From an optimization exercise on the open Yosys and OpenROAD flow, aimed at a short achievable clock period and few clock cycles; shortcuts taken in it are not production practice. Only simulation tests tie the RTL to the original design; equivalence was not proved. No activity file was given, so power comes from the tool's default toggle rates.

[flow/run.sh]
#!/bin/bash
# Own layout flow: the standard ORFS flow (standard.sh: same synthesis
# script, same registers) with extra make settings:
#   ADDER_MAP_FILE=        adders are left to abc as plain gates instead of the
#                          platform's slow full/half-adder cells
#   MATCH_CELL_FOOTPRINT=0 the resizer may swap a cell for a faster one of
#                          another footprint
#   BUFFER_PORTS_ARGS      the port buffers are plain buf_4 cells rather than
#                          the delay cells buffer_ports picks by default
#   DONT_USE_CELLS         the platform's list plus slow cells (wide or/nor/and,
#                          maj3, the non-inverting and-or / or-and cells and
#                          the slow low-power inverters),
#                          so abc maps to fast inverting gates
# Each step's full output is in orfs/logs/; make's own output is in flow.log.
set -euo pipefail
PLATFORM_DONT_USE="sky130_fd_sc_hd__probe_p_8 sky130_fd_sc_hd__probec_p_8 sky130_fd_sc_hd__lpflow_bleeder_1 sky130_fd_sc_hd__lpflow_clkbufkapwr_1 sky130_fd_sc_hd__lpflow_clkbufkapwr_16 sky130_fd_sc_hd__lpflow_clkbufkapwr_2 sky130_fd_sc_hd__lpflow_clkbufkapwr_4 sky130_fd_sc_hd__lpflow_clkbufkapwr_8 sky130_fd_sc_hd__lpflow_clkinvkapwr_1 sky130_fd_sc_hd__lpflow_clkinvkapwr_16 sky130_fd_sc_hd__lpflow_clkinvkapwr_2 sky130_fd_sc_hd__lpflow_clkinvkapwr_4 sky130_fd_sc_hd__lpflow_clkinvkapwr_8 sky130_fd_sc_hd__lpflow_decapkapwr_12 sky130_fd_sc_hd__lpflow_decapkapwr_3 sky130_fd_sc_hd__lpflow_decapkapwr_4 sky130_fd_sc_hd__lpflow_decapkapwr_6 sky130_fd_sc_hd__lpflow_decapkapwr_8 sky130_fd_sc_hd__lpflow_inputiso0n_1 sky130_fd_sc_hd__lpflow_inputiso0p_1 sky130_fd_sc_hd__lpflow_inputiso1n_1 sky130_fd_sc_hd__lpflow_inputiso1p_1 sky130_fd_sc_hd__lpflow_inputisolatch_1 sky130_fd_sc_hd__lpflow_isobufsrc_1 sky130_fd_sc_hd__lpflow_isobufsrc_16 sky130_fd_sc_hd__lpflow_isobufsrc_2 sky130_fd_sc_hd__lpflow_isobufsrc_4 sky130_fd_sc_hd__lpflow_isobufsrc_8 sky130_fd_sc_hd__lpflow_isobufsrckapwr_16 sky130_fd_sc_hd__lpflow_lsbuf_lh_hl_isowell_tap_1 sky130_fd_sc_hd__lpflow_lsbuf_lh_hl_isowell_tap_2 sky130_fd_sc_hd__lpflow_lsbuf_lh_hl_isowell_tap_4 sky130_fd_sc_hd__lpflow_lsbuf_lh_isowell_4 sky130_fd_sc_hd__lpflow_lsbuf_lh_isowell_tap_1 sky130_fd_sc_hd__lpflow_lsbuf_lh_isowell_tap_2 sky130_fd_sc_hd__lpflow_lsbuf_lh_isowell_tap_4"
SLOW=" sky130_fd_sc_hd__or3_1 sky130_fd_sc_hd__or3_2 sky130_fd_sc_hd__or3_4 sky130_fd_sc_hd__or3b_1 sky130_fd_sc_hd__or3b_2 sky130_fd_sc_hd__or3b_4 sky130_fd_sc_hd__or4_1 sky130_fd_sc_hd__or4_2 sky130_fd_sc_hd__or4_4 sky130_fd_sc_hd__or4b_1 sky130_fd_sc_hd__or4b_2 sky130_fd_sc_hd__or4b_4 sky130_fd_sc_hd__or4bb_1 sky130_fd_sc_hd__or4bb_2 sky130_fd_sc_hd__or4bb_4 sky130_fd_sc_hd__nor4_1 sky130_fd_sc_hd__nor4_2 sky130_fd_sc_hd__nor4_4 sky130_fd_sc_hd__nor4b_1 sky130_fd_sc_hd__nor4b_2 sky130_fd_sc_hd__nor4b_4 sky130_fd_sc_hd__nor4bb_1 sky130_fd_sc_hd__nor4bb_2 sky130_fd_sc_hd__nor4bb_4 sky130_fd_sc_hd__and4_1 sky130_fd_sc_hd__and4_2 sky130_fd_sc_hd__and4_4 sky130_fd_sc_hd__and4b_1 sky130_fd_sc_hd__and4b_2 sky130_fd_sc_hd__and4b_4 sky130_fd_sc_hd__and4bb_1 sky130_fd_sc_hd__and4bb_2 sky130_fd_sc_hd__and4bb_4 sky130_fd_sc_hd__maj3_1 sky130_fd_sc_hd__maj3_2 sky130_fd_sc_hd__maj3_4 sky130_fd_sc_hd__a2111o_1 sky130_fd_sc_hd__a2111o_2 sky130_fd_sc_hd__a2111o_4 sky130_fd_sc_hd__o2111a_1 sky130_fd_sc_hd__o2111a_2 sky130_fd_sc_hd__o2111a_4 sky130_fd_sc_hd__a2111oi_0 sky130_fd_sc_hd__a2111oi_1 sky130_fd_sc_hd__a2111oi_2 sky130_fd_sc_hd__a2111oi_4 sky130_fd_sc_hd__o2111ai_1 sky130_fd_sc_hd__o2111ai_2 sky130_fd_sc_hd__o2111ai_4 sky130_fd_sc_hd__a2111o_1 sky130_fd_sc_hd__a2111o_2 sky130_fd_sc_hd__a2111o_4 sky130_fd_sc_hd__a211o_1 sky130_fd_sc_hd__a211o_2 sky130_fd_sc_hd__a211o_4 sky130_fd_sc_hd__a21bo_1 sky130_fd_sc_hd__a21bo_2 sky130_fd_sc_hd__a21bo_4 sky130_fd_sc_hd__a21o_1 sky130_fd_sc_hd__a21o_2 sky130_fd_sc_hd__a21o_4 sky130_fd_sc_hd__a221o_1 sky130_fd_sc_hd__a221o_2 sky130_fd_sc_hd__a221o_4 sky130_fd_sc_hd__a22o_1 sky130_fd_sc_hd__a22o_2 sky130_fd_sc_hd__a22o_4 sky130_fd_sc_hd__a2bb2o_1 sky130_fd_sc_hd__a2bb2o_2 sky130_fd_sc_hd__a2bb2o_4 sky130_fd_sc_hd__a311o_1 sky130_fd_sc_hd__a311o_2 sky130_fd_sc_hd__a311o_4 sky130_fd_sc_hd__a31o_1 sky130_fd_sc_hd__a31o_2 sky130_fd_sc_hd__a31o_4 sky130_fd_sc_hd__a32o_1 sky130_fd_sc_hd__a32o_2 sky130_fd_sc_hd__a32o_4 sky130_fd_sc_hd__a41o_1 sky130_fd_sc_hd__a41o_2 sky130_fd_sc_hd__a41o_4 sky130_fd_sc_hd__o2111a_1 sky130_fd_sc_hd__o2111a_2 sky130_fd_sc_hd__o2111a_4 sky130_fd_sc_hd__o211a_1 sky130_fd_sc_hd__o211a_2 sky130_fd_sc_hd__o211a_4 sky130_fd_sc_hd__o21a_1 sky130_fd_sc_hd__o21a_2 sky130_fd_sc_hd__o21a_4 sky130_fd_sc_hd__o21ba_1 sky130_fd_sc_hd__o21ba_2 sky130_fd_sc_hd__o21ba_4 sky130_fd_sc_hd__o221a_1 sky130_fd_sc_hd__o221a_2 sky130_fd_sc_hd__o221a_4 sky130_fd_sc_hd__o22a_1 sky130_fd_sc_hd__o22a_2 sky130_fd_sc_hd__o22a_4 sky130_fd_sc_hd__o2bb2a_1 sky130_fd_sc_hd__o2bb2a_2 sky130_fd_sc_hd__o2bb2a_4 sky130_fd_sc_hd__o311a_1 sky130_fd_sc_hd__o311a_2 sky130_fd_sc_hd__o311a_4 sky130_fd_sc_hd__o31a_1 sky130_fd_sc_hd__o31a_2 sky130_fd_sc_hd__o31a_4 sky130_fd_sc_hd__o32a_1 sky130_fd_sc_hd__o32a_2 sky130_fd_sc_hd__o32a_4 sky130_fd_sc_hd__o41a_1 sky130_fd_sc_hd__o41a_2 sky130_fd_sc_hd__o41a_4 sky130_fd_sc_hd__clkinvlp_2 sky130_fd_sc_hd__clkinvlp_4"
EXTRA="ADDER_MAP_FILE= MATCH_CELL_FOOTPRINT=0"
sed "s#CLKGATE_MAP_FILE= #CLKGATE_MAP_FILE= ${EXTRA} #" standard.sh > own_standard.sh
grep -q "MATCH_CELL_FOOTPRINT=0" own_standard.sh
bash own_standard.sh "DONT_USE_CELLS=${PLATFORM_DONT_USE} ${SLOW}" \
	"BUFFER_PORTS_ARGS=-buffer_cell sky130_fd_sc_hd__buf_4" finish > flow.log 2>&1
test -f out/final.def
[standard.sh]
#!/bin/bash
# synth_recipe.tcl (not shown) runs the flow's synth.tcl, then flattens the netlist and writes it again
# the make line also repeats each setting of config.mk as NAME=value (left out here)
make -C /OpenROAD-flow-scripts/flow DESIGN_CONFIG=/design/flow/config.mk WORK_HOME=/design/flow/orfs CLKGATE_MAP_FILE= SYNTH_SCRIPT=/design/flow/synth_recipe.tcl "${@:-finish}"
[config.mk]
export PLATFORM = sky130hd
export DESIGN_NAME = rvCore
export DESIGN_NICKNAME = rvCore
export VERILOG_FILES = /design/flow/design.v
export SDC_FILE = /design/flow/constraint.sdc
export NUM_CORES = 4
export LEC_CHECK = 0
export CAP_MARGIN = 20
export CORE_MARGIN = 2
export CORE_UTILIZATION = 40
export PLACE_DENSITY = 0.6
export SETUP_SLACK_MARGIN = 4
export SLEW_MARGIN = 20
[constraint.sdc]
create_clock -name core_clock -period 7.0 [get_ports {clk}]
set_input_delay 1.4000 -clock core_clock [delete_from_list [all_inputs] [get_ports {clk}]]
set_output_delay 1.4000 -clock core_clock [all_outputs]
set_load 0.01 [all_outputs]
[design.v]
package rvIsaPkg;
	typedef logic [31:0] wordT;
	typedef logic [31:0] addrT;
	typedef logic [4:0]  regIdxT;
	localparam logic [6:0] OpReg    = 7'b0110011;
	localparam logic [6:0] OpImm    = 7'b0010011;
	localparam logic [6:0] OpLoad   = 7'b0000011;
	localparam logic [6:0] OpStore  = 7'b0100011;
	localparam logic [6:0] OpBranch = 7'b1100011;
	localparam logic [6:0] OpJal    = 7'b1101111;
	localparam logic [2:0] Funct3Beq = 3'b000;
	localparam logic [2:0] Funct3Bne = 3'b001;
	localparam logic [2:0] Funct3Add = 3'b000;
	localparam logic [2:0] Funct3Slt = 3'b010;
	localparam logic [2:0] Funct3Xor = 3'b100;
	localparam logic [2:0] Funct3Or  = 3'b110;
	localparam logic [2:0] Funct3And = 3'b111;
	localparam int Funct7Sub = 5;
	typedef enum logic [2:0] {
		AluAdd,
		AluSub,
		AluAnd,
		AluOr,
		AluXor,
		AluSlt
	} aluOpT;
endpackage
package rvPipePkg;
	localparam logic [31:0]      ResetPc = 32'h0000_0000;
	localparam logic [31:0]      PcStep  = 32'd4;
	localparam logic [4:0] ZeroReg = 5'd0;
	typedef struct packed {
		logic            regWrite;
		logic            memRead;
		logic            memWrite;
		logic            aluImm;
		logic            aluPc;
		logic [2:0] aluOp;
	} ctrlT;
	typedef struct packed {
		ctrlT             ctrl;
		logic [31:0]      pc;
		logic [31:0]   rs1Val;
		logic [31:0]   rs2Val;
		logic [31:0]   imm;
		logic [4:0] rs1;
		logic [4:0] rs2;
		logic [4:0] rd;
	} decExT;
	typedef struct packed {
		logic [31:0]   aluOut;
		logic [31:0]   storeData;
		logic [4:0] rd;
		logic             regWrite;
		logic             memRead;
		logic             memWrite;
	} exMemT;
	typedef struct packed {
		logic             regWrite;
		logic [4:0] rd;
		logic [31:0]   data;
	} wbT;
endpackage
`timescale 1ns/1ps
module rvPrefixAdd (
	input  logic [31:0] a,
	input  logic [31:0] b,
	input  logic        cin,
	output logic [31:0] h,
	output logic [31:0] c,
	output logic        cout
);
	logic [31:0] g [6];
	logic [31:0] t [6];
	always_comb begin
		g[0] = a & b;
		t[0] = a | b;
		g[0][0] = (a[0] & b[0]) | ((a[0] | b[0]) & cin);
		t[0][0] = 1'b0;
		for (int l = 0; l < 5; l++) begin
			for (int i = 0; i < 32; i++) begin
				if (i >= (1 << l)) begin
					g[l + 1][i] = g[l][i] | (t[l][i] & g[l][i - (1 << l)]);
					t[l + 1][i] = t[l][i] & t[l][i - (1 << l)];
				end else begin
					g[l + 1][i] = g[l][i];
					t[l + 1][i] = t[l][i];
				end
			end
		end
		h = (a | b) & ~(a & b);
		c = {g[5][30:0], cin};
		cout = g[5][31];
	end
endmodule
`timescale 1ns/1ps
module rvCore (
	input  logic           clk,
	input  logic           rstN,
	input  rvIsaPkg::wordT InstrData,
	input  rvIsaPkg::wordT MemData,
	output rvIsaPkg::addrT PC,
	output rvIsaPkg::addrT RWAddress,
	output rvIsaPkg::wordT WriteData,
	output logic           MemRead,
	output logic           MemWrite
);
	logic [31:2] pcF;
	logic        dValid;
	logic [31:0] dInstr;
	logic [31:2] dPc;
	logic [31:2] dPc4;    
	logic [13:2] dLowB;   
	logic        dPred;
	logic [31:1] dSel1, dSel2;   
	logic        dIsOne1;        
	logic        dAddKnownR;
	logic        dRegWrite;
	logic [31:1] fSel1;
	logic [31:0] mData;
	logic        eRegWrite, eIsLoad, eIsStore, eMisEq, eMisNe;
	logic        eMisEqN, eMisNeN, eBrLive2, eMisPol2, eBrLive2N, eMisPol2N;
	logic [4:0]  eRd;
	logic        eOpAdd, eOpSub, eOpAnd, eOpOr, eOpXor, eOpSlt;
	logic [31:0] eA, eB, eS;
	logic        eSL;   
	logic        eSM;   
	logic [31:2] eAltPc;
	logic        mRegWrite, mIsLoad, mIsStore;
	logic        mReadN;         
	logic [31:1] mWe;            
	logic [4:0]  mRd;
	logic [31:0] mAlu, mStore;
	logic [31:0] regs [1:31];
	logic        mispred;     
	logic [3:0]  mispredQ;    
	logic        mispredD;    
	logic        sumZero;
	logic [31:2] dAltPc;
	logic        stall;
	logic [31:0] res;
	logic        fIsJal, fPredBr, fSignJ;
	logic        dAddKnown, dAddZero;
	logic [31:1] regIsOne;   
	logic [4:0]  dRs1, dRs2, dRd;
	logic [21:2] fLowJ;
	logic [13:2] fLowB;
	logic [31:21] fHiJ;
	logic [31:13] fHiB;
	logic [31:2] fTgtJ, fTgtB, fSeq, fNext;
	assign fIsJal  = InstrData[6] & InstrData[2];
	always_comb begin
		for (int k = 1; k < 32; k++) begin
			fSel1[k] = (InstrData[19:15] == 5'(k));
		end
	end
	logic        fMatch;
	assign fMatch  = dAddKnown
		&& (((InstrData[19:15] == dRd) && (InstrData[24:20] == 5'd0))
		|| ((InstrData[24:20] == dRd) && (InstrData[19:15] == 5'd0)));
	assign fPredBr = InstrData[6] & ~InstrData[2] & (fMatch ? (dAddZero ^ InstrData[12]) : InstrData[31]);
	assign fSignJ  = InstrData[31];
	assign fLowJ = {1'b0, pcF[20:2]} + {1'b0, InstrData[31], InstrData[19:12], InstrData[20], InstrData[30:22]};
	assign fLowB = {1'b0, pcF[12:2]} + {1'b0, InstrData[31], InstrData[7], InstrData[30:25], InstrData[11:9]};
	assign fHiJ  = (fSignJ == fLowJ[21]) ? pcF[31:21] : fSignJ ? (pcF[31:21] - 11'd1) : (pcF[31:21] + 11'd1);
	assign fHiB  = (InstrData[31] == fLowB[13]) ? pcF[31:13] : InstrData[31] ? (pcF[31:13] - 19'd1) : (pcF[31:13] + 19'd1);
	assign fTgtJ = {fHiJ, fLowJ[20:2]};
	assign fTgtB = {fHiB, fLowB[12:2]};
	assign fSeq  = pcF + 30'd1;
	assign fNext = fIsJal ? fTgtJ : fPredBr ? fTgtB : fSeq;
	logic [31:2] pcNext;
	logic [31:2] pcOutN;   
	always_comb begin
		for (int p = 2; p < 32; p++) begin
			if (!rstN) begin
				pcNext[p] = 1'b0;
			end else if (mispredQ[(p - 2) / 8]) begin
				pcNext[p] = eAltPc[p];
			end else if (mispredD) begin
				pcNext[p] = dAltPc[p];
			end else if (stall) begin
				pcNext[p] = pcF[p];
			end else begin
				pcNext[p] = fNext[p];
			end
		end
	end
	always_ff @(posedge clk) begin
		pcF    <= pcNext;
		pcOutN <= ~pcNext;
	end
	assign PC = {~pcOutN, 2'b00};
	always_ff @(posedge clk) begin
		if (!rstN || mispred || mispredD) begin
			dValid <= 1'b0;
		end else if (!stall) begin
			dValid <= 1'b1;
		end
		if (!stall) begin
			dInstr <= InstrData;
			dPred  <= fPredBr;
			dPc    <= pcF;
			dPc4   <= fSeq;
			dLowB  <= fLowB;
			dAddKnownR <= !InstrData[6] && InstrData[4] && !InstrData[5] && (InstrData[14:12] == 3'b000)
				&& (InstrData[31:20] == 12'hFFF) && (InstrData[11:7] != 5'd0)
				&& !(dValid && dRegWrite && (dRd == InstrData[19:15]))
				&& !(eRegWrite && (eRd == InstrData[19:15]));
			dIsOne1 <= (mRegWrite && (mRd == InstrData[19:15])) ? (mData == 32'd1)
				: |(fSel1 & regIsOne);
		end
	end
	logic [4:0] fRs1, fRs2;
	assign fRs1 = stall ? dInstr[19:15] : InstrData[19:15];
	assign fRs2 = stall ? dInstr[24:20] : InstrData[24:20];
	always_ff @(posedge clk) begin
		for (int k = 1; k < 32; k++) begin
			dSel1[k] <= (fRs1 == 5'(k));
			dSel2[k] <= (fRs2 == 5'(k));
		end
	end
	logic        dIsJal, dIsBr, dIsAlu, dIsAluR, dIsLoad, dIsStore;
	logic [2:0]  dF3;
	logic        dUseImm;
	logic [31:0] dImmI, dImmS;
	logic [31:0] rf1, rf2, dV1, dV2;
	logic        dHitE1, dHitE2, dHitM1, dHitM2;
	logic        dLive;
	assign dIsJal   = dInstr[6] & dInstr[2];
	assign dIsBr    = dInstr[6] & ~dInstr[2];
	assign dIsAlu   = ~dInstr[6] & dInstr[4];
	assign dIsAluR  = dIsAlu & dInstr[5];
	assign dIsLoad  = ~dInstr[6] & ~dInstr[4] & ~dInstr[5];
	assign dIsStore = ~dInstr[6] & ~dInstr[4] & dInstr[5];
	assign dRd  = dInstr[11:7];
	assign dRs1 = dInstr[19:15];
	assign dRs2 = dInstr[24:20];
	assign dF3  = dInstr[14:12];
	assign dImmI = {{20{dInstr[31]}}, dInstr[31:20]};
	assign dImmS = {{20{dInstr[31]}}, dInstr[31:25], dInstr[11:7]};
	assign dAddKnown = dValid && dAddKnownR;
	assign dAddZero  = dIsOne1;
	assign stall     = dValid && eIsLoad && (dHitE1 || (dHitE2 && !dUseImm));
	assign dLive     = dValid && !mispred && !stall;
	logic [31:13] dHiB;
	logic [31:2]  dTgtB;
	assign dHiB   = (dInstr[31] == dLowB[13]) ? dPc[31:13] : dInstr[31] ? (dPc[31:13] - 19'd1) : (dPc[31:13] + 19'd1);
	assign dTgtB  = {dHiB, dLowB[12:2]};
	assign dAltPc = dPred ? dPc4 : dTgtB;
	logic        dEarly;
	assign dEarly = dValid && dIsBr && eRegWrite && eOpAdd && !eIsLoad
		&& (((eRd == dRs1) && (dRs2 == 5'd0)) || ((eRd == dRs2) && (dRs1 == 5'd0)));
	logic        dMisZ, dMisNz;
	assign dMisZ    = dEarly && (dF3[0] == dPred);
	assign dMisNz   = dEarly && (dF3[0] != dPred);
	assign mispredD = sumZero ? dMisZ : dMisNz;
	assign dUseImm   = (dIsAlu & ~dIsAluR) | dIsLoad | dIsStore;
	assign dRegWrite = (dIsAlu | dIsLoad | dIsJal) && (dRd != 5'd0);
	assign mData = mIsLoad ? MemData : mAlu;
	always_comb begin
		rf1 = '0;
		rf2 = '0;
		for (int k = 1; k < 32; k++) begin
			rf1 = rf1 | ({32{dSel1[k]}} & regs[k]);
			rf2 = rf2 | ({32{dSel2[k]}} & regs[k]);
		end
	end
	assign dHitM1 = mRegWrite && (mRd == dRs1);
	assign dHitM2 = mRegWrite && (mRd == dRs2);
	assign dV1 = dHitM1 ? mData : rf1;
	assign dV2 = dHitM2 ? mData : rf2;
	assign dHitE1 = eRegWrite && (eRd == dRs1) && !dIsJal;
	assign dHitE2 = eRegWrite && (eRd == dRs2) && !dIsJal;
	always_ff @(posedge clk) begin
		if (!rstN) begin
			eRegWrite <= 1'b0;
			eIsLoad   <= 1'b0;
			eIsStore  <= 1'b0;
			eMisEq    <= 1'b0;
			eMisNe    <= 1'b0;
			eMisEqN   <= 1'b1;
			eMisNeN   <= 1'b1;
			eBrLive2  <= 1'b0;
			eBrLive2N <= 1'b1;
		end else begin
			eRegWrite <= dLive && dRegWrite;
			eIsLoad   <= dLive && dIsLoad;
			eIsStore  <= dLive && dIsStore;
			eMisEq    <= dLive && dIsBr && !dEarly && (dF3[0] == dPred);
			eMisNe    <= dLive && dIsBr && !dEarly && (dF3[0] != dPred);
			eMisEqN   <= !(dLive && dIsBr && !dEarly && (dF3[0] == dPred));
			eMisNeN   <= !(dLive && dIsBr && !dEarly && (dF3[0] != dPred));
			eBrLive2  <= dLive && dIsBr && !dEarly;
			eBrLive2N <= !(dLive && dIsBr && !dEarly);
		end
	end
	always_ff @(posedge clk) begin
		eRd    <= dRd;
		eAltPc <= dAltPc;
		eMisPol2  <= (dF3[0] == dPred);
		eMisPol2N <= (dF3[0] != dPred);
		eOpSub <= dIsAluR && dInstr[30] && (dF3 == 3'b000);
		eOpAdd <= ((dIsAlu && (dF3 == 3'b000)) && !(dIsAluR && dInstr[30])) || dIsLoad || dIsStore || dIsJal;
		eOpSlt <= dIsAlu && (dF3 == 3'b010);
		eOpXor <= dIsAlu && (dF3 == 3'b100);
		eOpOr  <= dIsAlu && (dF3 == 3'b110);
		eOpAnd <= dIsAlu && (dF3 == 3'b111);
		eA  <= dIsJal ? {dPc4, 2'b00} : !dHitE1 ? dV1 : res;
		eB  <= dIsJal ? 32'd0 : dUseImm ? (dIsStore ? dImmS : dImmI) : !dHitE2 ? dV2 : res;
		eS  <= dV2;
		eSL <= dHitE2 && eIsLoad;
		eSM <= dHitE2 && !eIsLoad;
	end
	logic [31:0] opA, opB, opS;
	logic        lt, eq;
	assign opA = eA;
	assign opB = eB;
	assign opS = eSL ? MemData : eSM ? mAlu : eS;
	logic [31:0] hAdd, cAdd, hSub, cSub;
	logic        coAdd, coSub;
	rvPrefixAdd addU (.a(opA), .b(opB), .cin(1'b0), .h(hAdd), .c(cAdd), .cout(coAdd));
	rvPrefixAdd subU (.a(opA), .b(~opB), .cin(1'b1), .h(hSub), .c(cSub), .cout(coSub));
	assign lt = (opA[31] != opB[31]) ? opA[31] : (hSub[31] ^ cSub[31]);
	assign eq = (opA == opB);
	logic [31:0] addOne, addZero, subOne, subZero;
	assign addOne  = {32{eOpAdd}} & ~hAdd;
	assign addZero = {32{eOpAdd}} & hAdd;
	assign subOne  = {32{eOpSub}} & ~hSub;
	assign subZero = {32{eOpSub}} & hSub;
	logic [31:0] resLogic;
	always_comb begin
		for (int i = 0; i < 32; i++) begin
			res[i] = (cAdd[i] ? addOne[i] : addZero[i]) | (cSub[i] ? subOne[i] : subZero[i]) | resLogic[i];
		end
	end
	assign resLogic = ({32{eOpAnd}} & (opA & opB))
		| ({32{eOpOr}}  & (opA | opB))
		| ({32{eOpXor}} & (opA ^ opB))
		| {31'b0, eOpSlt & lt};
	assign mispred  = eq ? eMisEq : eMisNe;
	assign mispredQ = {eq ? !eMisEqN : !eMisNeN, eBrLive2 && (eq ? eMisPol2 : !eMisPol2),
		!(eBrLive2N || (eq ? eMisPol2N : !eMisPol2N)), mispred};
	assign sumZero = ((opA ^ opB) == {opA[30:0] | opB[30:0], 1'b0});
	always_ff @(posedge clk) begin
		if (!rstN) begin
			mRegWrite <= 1'b0;
			mIsLoad   <= 1'b0;
			mReadN    <= 1'b1;
			mWe       <= '0;
			mIsStore  <= 1'b0;
		end else begin
			mRegWrite <= eRegWrite;
			mIsLoad   <= eIsLoad;
			mReadN    <= !eIsLoad;
			for (int k = 1; k < 32; k++) begin
				mWe[k] <= eRegWrite && (eRd == 5'(k));
			end
			mIsStore  <= eIsStore;
		end
	end
	always_ff @(posedge clk) begin
		mRd    <= eRd;
		mAlu   <= res;
		mStore <= opS;
	end
	assign RWAddress = mAlu;
	assign WriteData = mStore;
	assign MemRead   = !mReadN;
	assign MemWrite  = mIsStore;
	always_ff @(posedge clk) begin
		for (int k = 1; k < 32; k++) begin
			if (mWe[k]) begin
				regs[k] <= mData;
			end
		end
	end
	always_ff @(posedge clk) begin
		for (int k = 1; k < 32; k++) begin
			if (!rstN) begin
				regIsOne[k] <= 1'b0;
			end else if (mWe[k]) begin
				regIsOne[k] <= (mData == 32'd1);
			end
		end
	end
endmodule
==> notes.md <==
DIE WIDTH = 419 um
Pre-antenna DRT Iters = 15
Yosys cell types = 90
commonest non-fill, non-tap cell in the layout = edfxtp_1
PortBufs = 158
All-Layer GR Usage = 36.0%
minimum clock period = 3310 ps
status = no timing/DRC/antenna violations
Fillers = 15200
clk sinks = 1493
vias after detailed routing = 62000
DRC = 0
Crit Path Max Fanout = 20
crit path kind = reg2reg
die area = 176000 um^2
worst slew pin tran = 1380 ps
design area = 82600 um^2
crit path capture type = register
die height = 419 um
global-route wire length before repair = 443000 um
Hold Vio Cnt, Final = 0
cell area after synthesis = 68900 um^2
Rows = 152
area grow syn2layout = 19.8%
TritonCTS clock tree = yes
Synth Register Bits = 1493
RSZ-0062 raised after global routing = yes
final setup fails = 0
dpl cell area = 72500 um^2
Worst EP required = 7720 ps
post-detail-place hpwl = 186000 um
setup TNS = 0 ps
commonest non-fill, non-tap cells in the layout = edfxtp_1 (1085), a22oi_1 (922), buf_4 (420)
share of layout cells above drive strength 1 = 21.8%
switching share of total power = 29.7%
Antenna Nets Post-Route = 0
Syn Inst Count = 6099
Fmax = 302 MHz
worst hold path class = reg2reg
sequential power share = 45.9%
clk slew on worst S/H paths = 60 ps
synth warn = 5
max-slew violations = 0
drt total wl = 328000 um
core area = 171000 um^2
largest net degree at the start of global routing = 68
H-tree levels = 4
initial antenna violation count = 16
Final period util = 47.3%
WHS = 431 ps
CTS Buf Count = 156
max-cap violation count = 0
Clock power frac = 35.6%
Worst-Skew Late Latency = 840 ps
CP arrival = 4030 ps
startpoint class of the critical path = register
final net count = 6376
clock tree buffer depth = 3
Post-synth EDFFs = 1085
gr ovfl total = 0
clock root buffer = clkbuf_16
routed vias/inst = 7.08
Leak = 28.0 nW
pwr/cell area = 287 nW/um^2
initial drt markers = 13700
R2R Setup Slk = 3690 ps
WL/cell = 37.5 um
Rel. slew slack = 7.74%
Psw = 7.06 mW
register area share after synthesis = 59.1%
Synth async-reset ratio = 0%
Max VDD drop = 227 uV
Cell Int Power = 16.7 mW
I/O pin count = 164
Placer Congestion = 1.00
top_reg_cell synth = edfxtp_1
vias in the first global route = 57100
Syn Area/Cell = 11.3 um^2
Initial Util = 40.2%
Worst Skew = 37.8 ps
part of the power in combinational logic = 18.4%
[worst paths after layout]
kind | to | startpoint | cells after the start
worst max register to register | eB[21] | dSel2[13] | 9
worst min register to register | pcOutN[12] | eAltPc[12] | 1
worst max-delay path | eB[21] | dSel2[13] | 9
worst min-delay path | pcOutN[12] | eAltPc[12] | 1
[per-stage QoR]
step | worst slack [ps] | power, mW | std cells | utilization, %
detailed placement | 2320 | 14.5 | 8263 | 42.3
floorplan | 3260 | 13.0 | 6100 | -
finish | 3690 | 23.7 | 8756 | 48.2
global route | 3620 | 24.3 | 8747 | 48.2
global placement | 2370 | 14.4 | 8263 | 42.3
CTS | 3770 | 23.2 | 8666 | 47.0
[critical path: stages, from the launching register on]
cell      delay (ps)
dfxtp_2          310
buf_4            330
buf_4            360
a22oi_1          240
nand4b_1         170
nor3_2           840
a21oi_1          400
a21oi_1          260
o21ai_2           70
and2_4           180
[power by group through the flow]
| stage | clock network (mW) | registers (mW) | logic (mW) |
|---|---|---|---|
| after global placement | 0 | 11.0 | 3.44 |
| after floorplan | 0 | 10.7 | 2.31 |
| after CTS | 8.45 | 10.9 | 3.88 |
| final | 8.45 | 10.9 | 4.37 |
| after global routing | 8.80 | 10.9 | 4.57 |
| after detailed placement | 0 | 11.0 | 3.47 |
[Yosys cell counts, types with 36 or more instances]
cell / count / area (um^2)
a22oi_1: 926 / 6950
nand2b_1: 69 / 432
and3_1: 36 / 225
o22ai_1: 57 / 357
nand3_1: 129 / 646
nand2_1: 371 / 1390
nor3_1: 167 / 836
o21ai_1: 36 / 180
buf_1: 50 / 188
a31oi_1: 66 / 413
nand4b_1: 40 / 350
nand4_1: 243 / 1520
a211oi_1: 47 / 353
o21ai_0: 194 / 971
clkbuf_1: 311 / 1170
and2_1: 49 / 307
xor2_1: 76 / 666
xnor2_1: 152 / 1330
buf_2: 78 / 390
nor2_1: 437 / 1640
dfxtp_1: 408 / 8170
a21oi_1: 272 / 1360
edfxtp_1: 1085 / 32600
mux2i_1: 139 / 1390
a222oi_1: 65 / 651
inv_1: 167 / 627
[timing repair]
action	in CTS	in global routing
setup endpoints to repair	474	209
gates cloned	8	2
hold buffers	0	0
resized for setup	447	301
setup buffers	111	77
pin swaps	93	166
[state kept, by name (all words and copies together) (netlist names), 12 cells and up]
register	flops
dPc	19
dSel1	31
regIsOne	31
eS	32
dLowB	12
mWe	31
mStore	32
dInstr	29
pcOutN	30
dSel2	31
eA	32
dPc4	30
eAltPc	30
regs	992
mAlu	32
eB	32
pcF	30
[cell families (layout without fill, tap and decap cells)]
group,after synthesis,count (layout),synth area share [%]
buffers and inverters,634,968,3.71
AO/OA/AOI/OAI,1895,1895,19.4
AND/OR/NAND/NOR,1667,1669,12.1
other,1,12,0.00544
multiplexers,179,179,2.70
XOR/XNOR,230,230,2.95
flip-flops,1493,1493,59.1
[cell type report]
class                           instances  area, um^2  area share [%]
Clock buffer                          200        4300            5.21
Tap cell                             2310        2890            3.50
Clock inverter                         84         811           0.982
Inverter                              176         701           0.849
Multi-Input combinational cell       3975       28200            34.1
Antenna cell                           10        25.0          0.0303
Sequential cell                      1493       41100            49.8
Timing Repair Buffer                  507        4560            5.52
Timing Repair inverter                  1        16.3          0.0197
[layer usage]
layer / vias to the layer above / global-route usage [%] / routed length, um
met5: - / 0 / 89
met4: 14 / 22.9 / 26600
met3: 1565 / 15.1 / 57200
met2: 6281 / 49.3 / 130000
met1: 30000 / 46.5 / 115000
li1: 24200 / - / -
Testbench counts, summed over its fixed seeds: cycles 145,478.

-- separate check: timing with driven ports --
The results above use ideal ports. As a check the final layout listed here was re-extracted and re-timed, cells and wires unchanged.
Step 1: set_driving_cell puts a clkbuf_16 on clk and a buf_2 on each other input, an assumption about the parent block.
Step 2 moves the port delays by t, midway between the first and last clock arrival at a register: inputs arrive t later, outputs are due t later. That takes back most of the time a late clock gives input paths.
a / b / c = ideal / step 1 / step 2; a / b = the first two.
t, ns: 0.903
slack for setup (ns): 3.692 / 3.690 / 2.787
hold slack, ns: 0.431 / 0.431 / 0.431
pins driven straight from the clock port: 1
After both steps setup and hold are still met in this run. For this run, drivers alone change the setup slack by -0.002 ns; drivers and shift together by -0.905 ns.
